From an optimization exercise on the open Yosys and OpenROAD flow, aimed at small area and a short achievable clock period; shortcuts taken in it are not production practice.
Function was checked by simulation only, so behaviour that the tests miss may differ from the original.
Power and IR drop assume default switching activity.

==> flow/design.v <==
package pwm_multi_pkg;
  localparam logic [1:0] REG_COUNT = 2'd0;
  localparam logic [1:0] REG_ON    = 2'd1;
  localparam logic [1:0] REG_OFF   = 2'd2;
  localparam logic [1:0] REG_CTRL  = 2'd3;
  localparam int CTRL_LEVEL      = 0;
  localparam int CTRL_RUNNING    = 1;
  localparam int CTRL_ONE_SHOT   = 2;
  localparam int CTRL_POS_IRQ_EN = 3;
  localparam int CTRL_NEG_IRQ_EN = 4;
  localparam int CTRL_POS_FLAG   = 5;
  localparam int CTRL_NEG_FLAG   = 6;
  localparam int CTRL_INVERT     = 7;
endpackage
module pwm_channel (
  input  logic        clk_i,
  input  logic        rst_i,
  input  logic [31:0] wd_i,        
  input  logic        wd_zero_i,   
  input  logic        cnt_wr_i,    
  input  logic        on_ld_i,     
  input  logic        off_ld_i,    
  input  logic        ctrl_wr_i,   
  output logic [31:0] cnt_o,
  output logic [31:0] on_o,
  output logic [31:0] off_o,
  output logic [7:0]  ctrl_o,
  output logic        out_o,
  output logic        irq_o        
);
  logic [31:0] cnt_q, on_q, off_q, offa_q;
  logic level_q, running_q, one_shot_q, pos_en_q, neg_en_q, pos_flag_q, neg_flag_q, invert_q;
  logic        zero;
  logic [31:0] zl;         
  logic        start, stop, act, load_on, load_off, dec, os_end;
  logic        s_on, s_off, s_cnt;
  logic [31:0] pz [6];
  always_comb begin
    pz[0] = ~cnt_q;
    for (int l = 0; l < 5; l++) begin
      for (int i = 0; i < 32; i++) begin
        if ((i >> l) & 1) pz[l+1][i] = pz[l][i] & pz[l][((i >> l) << l) - 1];
        else              pz[l+1][i] = pz[l][i];
      end
    end
  end
  assign zl   = {pz[5][30:0], 1'b1};
  logic z_q, on_z_q, off_z_q, offa_z_q, cnt_one;
  assign zero    = z_q;
  assign cnt_one = cnt_q[0] & ~|cnt_q[31:1];
  assign start    = ctrl_wr_i & wd_i[1] & ~running_q;
  assign stop     = ctrl_wr_i & ~wd_i[1] & running_q;
  assign act      = running_q & ~stop;
  assign load_on  = start | (act & zero & ~level_q);
  assign load_off = act & zero & level_q & ~one_shot_q;
  assign os_end   = act & zero & level_q & one_shot_q;
  assign dec      = act & ~zero;
  assign s_on  = ~cnt_wr_i & load_on;
  assign s_off = ~cnt_wr_i & load_off;
  assign s_cnt = ~cnt_wr_i & ~start;
  logic [31:0] cnt_d;
  assign cnt_d = ({32{cnt_wr_i}} & wd_i) | ({32{s_on}} & on_q) | ({32{s_off}} & offa_q) |
                 ({32{s_cnt}} & (cnt_q ^ ({32{dec}} & zl)));
  logic z_d;
  always_comb begin
    if (cnt_wr_i)   z_d = wd_zero_i;
    else if (s_on)  z_d = on_z_q;
    else if (s_off) z_d = offa_z_q;
    else if (dec)   z_d = cnt_one;
    else            z_d = z_q;
  end
  always_ff @(posedge clk_i) begin
    cnt_q <= cnt_d;
    z_q   <= z_d;
    if (on_ld_i)  on_z_q  <= wd_zero_i;
    if (off_ld_i) off_z_q <= wd_zero_i;
    if (!level_q) offa_z_q <= off_z_q;
    if (on_ld_i)  on_q  <= wd_i;
    if (off_ld_i) off_q <= wd_i;
    if (!level_q) offa_q <= off_q;
  end
  logic level_d, running_d, one_shot_d, pos_en_d, neg_en_d, pos_flag_d, neg_flag_d, invert_d;
  logic out_q;
  always_comb begin
    level_d    = load_on | (level_q & ~(stop | load_off | os_end));
    running_d  = ctrl_wr_i ? wd_i[1] : running_q;
    one_shot_d = ctrl_wr_i ? wd_i[2] : one_shot_q;
    pos_en_d   = ctrl_wr_i ? wd_i[3] : pos_en_q;
    neg_en_d   = ctrl_wr_i ? wd_i[4] : neg_en_q;
    invert_d   = ctrl_wr_i ? wd_i[7] : invert_q;
    pos_flag_d = load_on | (pos_flag_q & ~(ctrl_wr_i & wd_i[5]));
    neg_flag_d = load_off | os_end | (neg_flag_q & ~(ctrl_wr_i & wd_i[6]));
    if (os_end) running_d = 1'b0;
    if (rst_i) begin
      level_d    = 1'b0;
      running_d  = 1'b0;
      one_shot_d = 1'b0;
      pos_en_d   = 1'b0;
      neg_en_d   = 1'b0;
      pos_flag_d = 1'b0;
      neg_flag_d = 1'b0;
      invert_d   = 1'b0;
    end
  end
  always_ff @(posedge clk_i) begin
    level_q    <= level_d;
    running_q  <= running_d;
    one_shot_q <= one_shot_d;
    pos_en_q   <= pos_en_d;
    neg_en_q   <= neg_en_d;
    pos_flag_q <= pos_flag_d;
    neg_flag_q <= neg_flag_d;
    invert_q   <= invert_d;
    out_q      <= level_d ^ invert_d;
  end
  assign cnt_o  = cnt_q;
  assign on_o   = on_q;
  assign off_o  = off_q;
  assign ctrl_o = {invert_q, neg_flag_q, pos_flag_q, neg_en_q, pos_en_q, one_shot_q, running_q, level_q};
  assign out_o  = out_q;
  assign irq_o  = (pos_flag_d & pos_en_d) | (neg_flag_d & neg_en_d);   
endmodule
module pwm_multi
#(
  parameter int NUM_CHANNELS  = 8,
  parameter int COUNTER_WIDTH = 32,
  localparam int ADDR_W       = $clog2(NUM_CHANNELS) + 2
) (
  input  logic                    csi_clk,
  input  logic                    rsi_reset,
  input  logic [ADDR_W-1:0]       avs_s0_address,
  input  logic                    avs_s0_read,
  input  logic                    avs_s0_write,
  input  logic [31:0]             avs_s0_writedata,
  output logic [31:0]             avs_s0_readdata,
  output logic                    ins_irq_n,
  output logic [NUM_CHANNELS-1:0] coe_conduit_output
);
  localparam int NCH = 8;
  logic [31:0] wd;
  logic [NCH-1:0] ch_sel;
  logic [3:0]     reg_sel;
  logic [NCH-1:0] irq_vec;
  logic [31:0]    cnt [NCH];
  logic [31:0]    on  [NCH];
  logic [31:0]    off [NCH];
  logic [7:0]     ctrl[NCH];
  logic [31:0]    readdata_q;
  logic wd_zero;
  assign wd      = avs_s0_writedata & {32{~rsi_reset}};
  assign wd_zero = ~|wd;
  always_comb begin
    for (int i = 0; i < NCH; i++) ch_sel[i] = (avs_s0_address[4:2] == 3'(i));
    for (int r = 0; r < 4; r++)   reg_sel[r] = (avs_s0_address[1:0] == 2'(r));
  end
  generate
    for (genvar g = 0; g < NCH; g++) begin : g_ch
      logic we;
      assign we = avs_s0_write & ch_sel[g];
      pwm_channel u_ch (
        .clk_i     (csi_clk),
        .rst_i     (rsi_reset),
        .wd_i      (wd),
        .wd_zero_i (wd_zero),
        .cnt_wr_i  (rsi_reset | (we & reg_sel[0])),
        .on_ld_i   (rsi_reset | (we & reg_sel[1])),
        .off_ld_i  (rsi_reset | (we & reg_sel[2])),
        .ctrl_wr_i (we & reg_sel[3]),
        .cnt_o     (cnt[g]),
        .on_o      (on[g]),
        .off_o     (off[g]),
        .ctrl_o    (ctrl[g]),
        .out_o     (coe_conduit_output[g]),
        .irq_o     (irq_vec[g])
      );
    end
  endgenerate
  logic        rd_en, hold;
  logic [31:0] rd_d;
  assign rd_en = avs_s0_read & ~rsi_reset;
  assign hold  = ~avs_s0_read & ~rsi_reset;
  always_comb begin
    rd_d = readdata_q & {32{hold}};
    for (int i = 0; i < NCH; i++) begin
      rd_d = rd_d | (cnt[i]          & {32{rd_en & ch_sel[i] & reg_sel[0]}});
      rd_d = rd_d | (on[i]           & {32{rd_en & ch_sel[i] & reg_sel[1]}});
      rd_d = rd_d | (off[i]          & {32{rd_en & ch_sel[i] & reg_sel[2]}});
      rd_d = rd_d | ({24'd0, ctrl[i]} & {32{rd_en & ch_sel[i] & reg_sel[3]}});
    end
  end
  always_ff @(posedge csi_clk) readdata_q <= rd_d;
  assign avs_s0_readdata = readdata_q;
  logic irq_n_q;
  always_ff @(posedge csi_clk) irq_n_q <= ~|irq_vec;
  assign ins_irq_n       = irq_n_q;
endmodule
==> flow/config.mk <==
export PLATFORM = sky130hd
export DESIGN_NAME = pwm_multi
export DESIGN_NICKNAME = pwm_multi
export VERILOG_FILES = /design/flow/design.v
export SDC_FILE = /design/flow/constraint.sdc
export NUM_CORES = 4
export LEC_CHECK = 0
export CAP_MARGIN = 20
export CORE_MARGIN = 2
export CORE_UTILIZATION = 50
export CTS_CLUSTER_DIAMETER = 100
export CTS_CLUSTER_SIZE = 25
export SETUP_SLACK_MARGIN = 2.3
export SLEW_MARGIN = 20
==> flow/constraint.sdc <==
create_clock -name core_clock -period 5.0 [get_ports {csi_clk}]
set_input_delay 1.0000 -clock core_clock [delete_from_list [all_inputs] [get_ports {csi_clk}]]
set_output_delay 1.0000 -clock core_clock [all_outputs]
set_load 0.01 [all_outputs]
standard.sh (not shown) runs the stock make flow with config.mk's settings and CLKGATE_MAP_FILE= SYNTH_SCRIPT=/design/flow/synth_recipe.tcl, a recipe that flattens the netlist after the stock synthesis.
==> flow/flow/run.sh <==
#!/bin/bash
# Own flow: the standard layout (standard.sh, standard synthesis) with one change: the
# port buffers that ORFS's global placement inserts on every input and output are plain
# sky130_fd_sc_hd__buf_4 cells instead of the delay cell buffer_ports picks by default.
set -euo pipefail
W=$(pwd)
bash "$W/standard.sh" "BUFFER_PORTS_ARGS=-buffer_cell sky130_fd_sc_hd__buf_4" finish > "$W/flow_make.log" 2>&1
test -f "$W/out/final.def"
Change:
==> flow/flow/run.sh (replaced) <==
#!/bin/bash
# Own flow: the standard layout (standard.sh), with one change: ABC maps the combinational
# logic with a delay-targeted script (flow/abc_speed.script) instead of ORFS's default one.
# Synthesis is otherwise the standard one (same Yosys passes, same registers and names).
set -euo pipefail
W=$(pwd)
# A copy of ORFS's scripts with only abc_speed.script replaced.
rm -rf "$W/scripts_abc"
cp -r "$FLOW_HOME/scripts" "$W/scripts_abc"
cp "$W/flow/abc_speed.script" "$W/scripts_abc/abc_speed.script"
bash "$W/standard.sh" SCRIPTS_DIR="$W/scripts_abc" finish > "$W/flow_make.log" 2>&1
test -f "$W/out/final.def"
==> flow/flow/abc_speed.script (new file) <==
strash
dch
map -D 1200
topo
buffer -p
upsize -D 1200
dnsize -D 1200
After rerunning:
- The changed run ran to the end with no violations
- sequential power hardly moves
- fmax climbs by 1.1%
- routed wire length drops by 2.8%
- flip-flop and latch count does not change
- hold slack is about the same
Change:
==> flow/run.sh (new file) <==
#!/bin/bash
# synth_recipe.tcl (not shown) runs the flow's synth.tcl, then flattens the netlist and writes it again
# the make line also repeats each setting of config.mk as NAME=value (left out here)
make -C /OpenROAD-flow-scripts/flow DESIGN_CONFIG=/design/flow/config.mk WORK_HOME=/design/flow/orfs CLKGATE_MAP_FILE= SYNTH_SCRIPT=/design/flow/synth_recipe.tcl finish
--- a/flow/config.mk
+++ b/flow/config.mk
@@ -12,2 +12,3 @@
 export CTS_CLUSTER_SIZE = 25
+export GPL_ROUTABILITY_DRIVEN = 0
 export SETUP_SLACK_MARGIN = 2.3
removed: flow/flow/run.sh
removed: flow/flow/abc_speed.script
removed: flow/standard.sh
After rerunning: Non-clock buffer count climbs by 37. Synthesized area drops by 2.4%. Design area drops by 1.1%. Wire length climbs by 4.1%. Via count drops by 1.1%. Combinational power drops by 11%. Clock-buffer cell count climbs by 3. Power drops by 2.6%.
Change:
==> flow/flow/run.sh (new file) <==
#!/bin/bash
# Own flow: the standard layout (standard.sh, standard synthesis) with one change: the
# port buffers that ORFS's global placement inserts on every input and output are plain
# sky130_fd_sc_hd__buf_4 cells instead of the delay cell buffer_ports picks by default.
set -euo pipefail
W=$(pwd)
bash "$W/standard.sh" "BUFFER_PORTS_ARGS=-buffer_cell sky130_fd_sc_hd__buf_4" finish > "$W/flow_make.log" 2>&1
test -f "$W/out/final.def"
==> flow/standard.sh (new file) <==
#!/bin/bash
# synth_recipe.tcl (not shown) runs the flow's synth.tcl, then flattens the netlist and writes it again
# the make line also repeats each setting of config.mk as NAME=value (left out here)
make -C /OpenROAD-flow-scripts/flow DESIGN_CONFIG=/design/flow/config.mk WORK_HOME=/design/flow/orfs CLKGATE_MAP_FILE= SYNTH_SCRIPT=/design/flow/synth_recipe.tcl "${@:-finish}"
--- a/flow/config.mk
+++ b/flow/config.mk
@@ -12,4 +12,3 @@
 export CTS_CLUSTER_SIZE = 25
-export GPL_ROUTABILITY_DRIVEN = 0
-export SETUP_SLACK_MARGIN = 2.3
+export SETUP_SLACK_MARGIN = 2.4
 export SLEW_MARGIN = 20
removed: flow/run.sh
After rerunning:
- The new run finished clean
- wire length goes up by 4.4%
- clock skew came out higher by 19 ps
- power barely changes

-- port drivers added, routing unchanged --
The flow's constraints put no driver on any port. The routed layouts listed below were extracted and timed again, unchanged, in two steps. Step 1, drivers: a clkbuf_16 drives csi_clk and a buf_2 each remaining input, both assumed. Step 2 moves the port delays by t, midway between the first and last clock arrival at a register: inputs arrive t later, outputs are due t later. That takes back most of the time a late clock gives input paths. a / b / c = no drivers / after step 1 / after step 2; a / b = the first two.
run	t (ns)	setup slack, ns	worst register clock-pin slew, ns
the first run	0.800	2.153 / 2.153 / 1.439	0.12 / 0.12
the second run	0.783	2.183 / 2.221 / 1.438	0.12 / 0.12
the third run	0.768	2.212 / 2.072 / 1.304	0.12 / 0.12
the fourth run	0.817	2.251 / 2.142 / 1.325	0.12 / 0.12
After both steps every run listed still meets setup and hold. For the fourth run, which loses most, drivers alone change the setup slack by -0.109 ns; drivers and shift together by -0.926 ns.
